This is an optimization exercise on Yosys and OpenROAD, whose aim is small area, not a production implementation.
In this exercise RTL edits were held to simulation tests only and were not proved equivalent to the original.
The flow treats the clock pin as an ideal source, which a real chip does not have.
Power and IR drop assume default switching activity.

==> job 3140: inputs <==
## fir_tap_sequencer
module fir_tap_sequencer #(
    parameter int unsigned NTAPS     = 32,
    parameter int unsigned MAC_LAT   = 3,
    parameter int unsigned COEF_FRAC = 17
) (
    input  logic                     clk,
    input  logic                     rst,
    input  logic [23:0]              in_data,
    input  logic                     in_valid,
    output logic                     in_ready,
    input  logic                     coef_we,
    input  logic [$clog2(NTAPS)-1:0] coef_addr,
    input  logic [17:0]              coef_data,
    output logic [24:0]              mac_a,
    output logic [17:0]              mac_b,
    output logic [47:0]              mac_c,
    input  logic [47:0]              mac_out,
    input  logic                     mac_valid,
    output logic [23:0]              out_data,
    output logic                     out_valid,
    output logic                     err
);
==> flow/config.mk <==
export PLATFORM = sky130hd
export DESIGN_NAME = fir_tap_sequencer
export DESIGN_NICKNAME = fir_tap_sequencer
export VERILOG_FILES = /design/flow/design.v
export SDC_FILE = /design/flow/constraint.sdc
export NUM_CORES = 4
export LEC_CHECK = 0
export CAP_MARGIN = 20
export CORE_MARGIN = 2
export CORE_UTILIZATION = 70
export PLACE_DENSITY = 0.75
export SLEW_MARGIN = 20
export SYNTH_HIERARCHICAL = 1
==> flow/constraint.sdc <==
create_clock -name core_clock -period 10.0 [get_ports {clk}]
set_input_delay 2.0000 -clock core_clock [delete_from_list [all_inputs] [get_ports {clk}]]
set_output_delay 2.0000 -clock core_clock [all_outputs]
set_load 0.01 [all_outputs]
standard.sh (not shown) runs the stock make flow with config.mk's settings and CLKGATE_MAP_FILE= SYNTH_SCRIPT=/design/flow/synth_recipe.tcl, a recipe that flattens the netlist after the stock synthesis.
==> flow/flow/run.sh <==
#!/bin/bash
# The standard layout (standard synthesis unchanged), with these changes after synthesis:
#  * port buffers are sky130_fd_sc_hd__buf_1 instead of the resizer's default choice;
#  * CTS clusters about 16 sinks under each clkbuf_8 leaf and inserts no dummy loads;
#  * after CTS, flow/post_cts.tcl upsizes any clock buffer whose loads see a slow edge.
# The make output goes to standard_flow.log; ORFS writes each step's log under orfs/logs/.
set -euo pipefail
cd "$(dirname "$0")/.."
bash standard.sh \
  "CTS_ARGS=-sink_clustering_enable -repair_clock_nets -dont_use_dummy_load -sink_clustering_size 16 -sink_clustering_max_diameter 60 -buf_list sky130_fd_sc_hd__clkbuf_8" \
  "BUFFER_PORTS_ARGS=-buffer_cell sky130_fd_sc_hd__buf_1" \
  "POST_CTS_TCL=$PWD/flow/post_cts.tcl" \
  finish > standard_flow.log 2>&1
==> flow/flow/post_cts.tcl <==
proc clk_net_worst_slew { net } {
  set w 0.0
  foreach p [get_pins -of_objects $net -filter "direction==input"] {
    foreach e {rise fall} {
      set s [get_property $p slew_max_$e]
      if {$s > $w} { set w $s }
    }
  }
  return $w
}
proc clk_upsize_pass { nets target } {
  set next_size {
    sky130_fd_sc_hd__clkbuf_1 sky130_fd_sc_hd__clkbuf_2
    sky130_fd_sc_hd__clkbuf_2 sky130_fd_sc_hd__clkbuf_4
    sky130_fd_sc_hd__clkbuf_4 sky130_fd_sc_hd__clkbuf_8
    sky130_fd_sc_hd__clkbuf_8 sky130_fd_sc_hd__clkbuf_16
  }
  set n 0
  foreach net $nets {
    set w [clk_net_worst_slew $net]
    if {$w <= $target} continue
    set inst [get_cells -of_objects [get_pins -of_objects $net -filter "direction==output"]]
    set master [get_property $inst ref_name]
    if {![dict exists $next_size $master]} {
      puts "post_cts: [get_full_name $net] slew [format %.3f $w], driver $master kept"
      continue
    }
    replace_cell $inst [dict get $next_size $master]
    incr n
    puts "post_cts: [get_full_name $net] slew [format %.3f $w]: $master -> [dict get $next_size $master]"
  }
  estimate_parasitics -placement
  return $n
}
set leaf_target [expr {[info exists ::env(CLK_LEAF_SLEW_TARGET)] ? $::env(CLK_LEAF_SLEW_TARGET) : 0.110}]
set trunk_target [expr {[info exists ::env(CLK_TRUNK_SLEW_TARGET)] ? $::env(CLK_TRUNK_SLEW_TARGET) : 0.200}]
estimate_parasitics -placement
set trunk {}
set leaves {}
foreach net [get_nets clknet_*] {
  if {[string match clknet_leaf_* [get_full_name $net]]} { lappend leaves $net } else { lappend trunk $net }
}
set upsized [clk_upsize_pass $trunk $trunk_target]
incr upsized [clk_upsize_pass $leaves $leaf_target]
if {$upsized > 0} {
  detailed_placement
  check_placement -verbose
  estimate_parasitics -placement
}
set worst 0.0
foreach net $leaves {
  set w [clk_net_worst_slew $net]
  if {$w > $worst} { set worst $w }
}
puts "post_cts: upsized $upsized clock buffers; worst leaf-net load slew [format %.3f $worst]"
==> inputs of job 8086, as changes to job 3140 <==
==> flow/flow/run.sh (replaced) <==
#!/bin/bash
# The standard layout (standard synthesis unchanged), with these changes after synthesis:
#  * port buffers are sky130_fd_sc_hd__buf_1 instead of the resizer's default choice;
#  * CTS clusters about 16 sinks under each clkbuf_8 leaf and inserts no dummy loads;
#  * after CTS (flow/post_cts.tcl) and after global routing (flow/post_grt.tcl), any clock
#    buffer whose loads see a slow edge is upsized;
#  * the global-route step downsizes gates off the critical paths (RECOVER_POWER).
# The make output goes to standard_flow.log; ORFS writes each step's log under orfs/logs/.
set -euo pipefail
cd "$(dirname "$0")/.."
bash standard.sh \
  "CTS_ARGS=-sink_clustering_enable -repair_clock_nets -dont_use_dummy_load -sink_clustering_size 16 -sink_clustering_max_diameter 60 -buf_list sky130_fd_sc_hd__clkbuf_8" \
  "BUFFER_PORTS_ARGS=-buffer_cell sky130_fd_sc_hd__buf_1" \
  "POST_CTS_TCL=$PWD/flow/post_cts.tcl" \
  "POST_GLOBAL_ROUTE_TCL=$PWD/flow/post_grt.tcl" \
  "RECOVER_POWER=100" \
  finish > standard_flow.log 2>&1
--- a/flow/flow/post_cts.tcl
+++ b/flow/flow/post_cts.tcl
@@ -32,24 +32,26 @@
   estimate_parasitics -placement
   return $n
 }
-set leaf_target [expr {[info exists ::env(CLK_LEAF_SLEW_TARGET)] ? $::env(CLK_LEAF_SLEW_TARGET) : 0.110}]
+set leaf_target [expr {[info exists ::env(CLK_LEAF_SLEW_TARGET)] ? $::env(CLK_LEAF_SLEW_TARGET) : 0.105}]
 set trunk_target [expr {[info exists ::env(CLK_TRUNK_SLEW_TARGET)] ? $::env(CLK_TRUNK_SLEW_TARGET) : 0.200}]
-estimate_parasitics -placement
 set trunk {}
 set leaves {}
 foreach net [get_nets clknet_*] {
   if {[string match clknet_leaf_* [get_full_name $net]]} { lappend leaves $net } else { lappend trunk $net }
 }
-set upsized [clk_upsize_pass $trunk $trunk_target]
-incr upsized [clk_upsize_pass $leaves $leaf_target]
-if {$upsized > 0} {
+# Legalizing after an upsize moves cells, so measure again after each legalization.
+for {set pass 0} {$pass < 4} {incr pass} {
+  estimate_parasitics -placement
+  set upsized [clk_upsize_pass $trunk $trunk_target]
+  incr upsized [clk_upsize_pass $leaves $leaf_target]
+  if {$upsized == 0} break
   detailed_placement
   check_placement -verbose
-  estimate_parasitics -placement
 }
+estimate_parasitics -placement
 set worst 0.0
 foreach net $leaves {
   set w [clk_net_worst_slew $net]
   if {$w > $worst} { set worst $w }
 }
-puts "post_cts: upsized $upsized clock buffers; worst leaf-net load slew [format %.3f $worst]"
+puts "post_cts: worst leaf-net load slew [format %.3f $worst]"
==> flow/flow/post_grt.tcl (new file) <==
# Runs at the end of ORFS's global route step (POST_GLOBAL_ROUTE_TCL). The repairs and
# legalizations of that step can move flip-flops away from their clock buffer, so measure the
# clock nets again with global-route parasitics, upsize each clock buffer whose loads see a
# slow edge, and legalize and reroute the changed nets incrementally.
proc grt_clk_net_worst_slew { net } {
  set w 0.0
  foreach p [get_pins -of_objects $net -filter "direction==input"] {
    foreach e {rise fall} {
      set s [get_property $p slew_max_$e]
      if {$s > $w} { set w $s }
    }
  }
  return $w
}
set grt_next_size {
  sky130_fd_sc_hd__clkbuf_1 sky130_fd_sc_hd__clkbuf_2
  sky130_fd_sc_hd__clkbuf_2 sky130_fd_sc_hd__clkbuf_4
  sky130_fd_sc_hd__clkbuf_4 sky130_fd_sc_hd__clkbuf_8
  sky130_fd_sc_hd__clkbuf_8 sky130_fd_sc_hd__clkbuf_16
}
set grt_leaf_target 0.110
set grt_trunk_target 0.200
for {set pass 0} {$pass < 4} {incr pass} {
  estimate_parasitics -global_routing
  set upsized 0
  foreach net [get_nets clknet_*] {
    set target [expr {[string match clknet_leaf_* [get_full_name $net]] ? $grt_leaf_target : $grt_trunk_target}]
    set w [grt_clk_net_worst_slew $net]
    if {$w <= $target} continue
    set inst [get_cells -of_objects [get_pins -of_objects $net -filter "direction==output"]]
    set master [get_property $inst ref_name]
    if {![dict exists $grt_next_size $master]} {
      puts "post_grt: [get_full_name $net] slew [format %.3f $w], driver $master kept"
      continue
    }
    replace_cell $inst [dict get $grt_next_size $master]
    incr upsized
    puts "post_grt: [get_full_name $net] slew [format %.3f $w]: $master -> [dict get $grt_next_size $master]"
  }
  if {$upsized == 0} break
  global_route -start_incremental
  detailed_placement
  global_route -end_incremental
}
estimate_parasitics -global_routing
set worst 0.0
foreach net [get_nets clknet_leaf_*] {
  set w [grt_clk_net_worst_slew $net]
  if {$w > $worst} { set worst $w }
}
puts "post_grt: worst leaf-net load slew [format %.3f $worst]"
==> impl_metrics.csv <==
group,metric,value,unit
power,clkPwrFrac,0.207,
run_status,failed_checks,"max-capacitance violations, max-slew violations",
sta,maxSlewViolCount,1215,
detailed_routing,routed_wl,90.5,mm
final_layout,final_cell_mix,"edfxtp_1 (1,344), buf_1 (214), a222oi_1 (180)",
run_status,status,"failed layout checks",
job,maxCapViolations,22,
final_layout,final_design_area_no_fill,0.0525,sq mm
worst_setup_path,cp-endpoint,"out_data_q[11]",
grt,grt_pass1_wl,133,mm
sta,finalCritPeriodShare,0.912,
-- figures above: job 8086

==> impl_metrics.csv <==
group,metric,value,unit
run_status,status,"timing/DRC/antenna clean",
grt,grt_pass1_wl,133,mm
sta,maxSlewViolCount,0,
sta,finalCritPeriodShare,0.874,
detailed_routing,routed_wl,90.4,mm
job,maxCapViolations,0,
-- figures above: job 3140

==> static timing again, ports no longer ideal <==
The results above use ideal ports. As a check the final layouts listed here were re-extracted and re-timed, cells and wires unchanged. Step 1 assumes that a clkbuf_16 drives the clock port and a buf_2 every other input. Step 2 moves the port delays by t, midway between the first and last clock arrival at a register: inputs arrive t later, outputs are due t later. That takes back most of the time a late clock gives input paths. Three values: ideal, step 1, step 2; two values: the first two.
run | shift t [ns] | slack for setup (ns) | hold slack, ns | latest minus earliest clock arrival (ns) | pins driven straight from the clock port
job 3140 | 0.692 | 1.263 / 1.302 / 0.610 | 0.383 / 0.383 / 0.383 | 0.080 / 0.080 | 1
job 8086 | 0.688 | 0.881 / 0.918 / 0.231 | 0.389 / 0.389 / 0.389 | 0.077 / 0.077 | 1
For job 3140, which loses most, drivers alone change the setup slack by +0.039 ns; drivers and shift together by -0.653 ns.
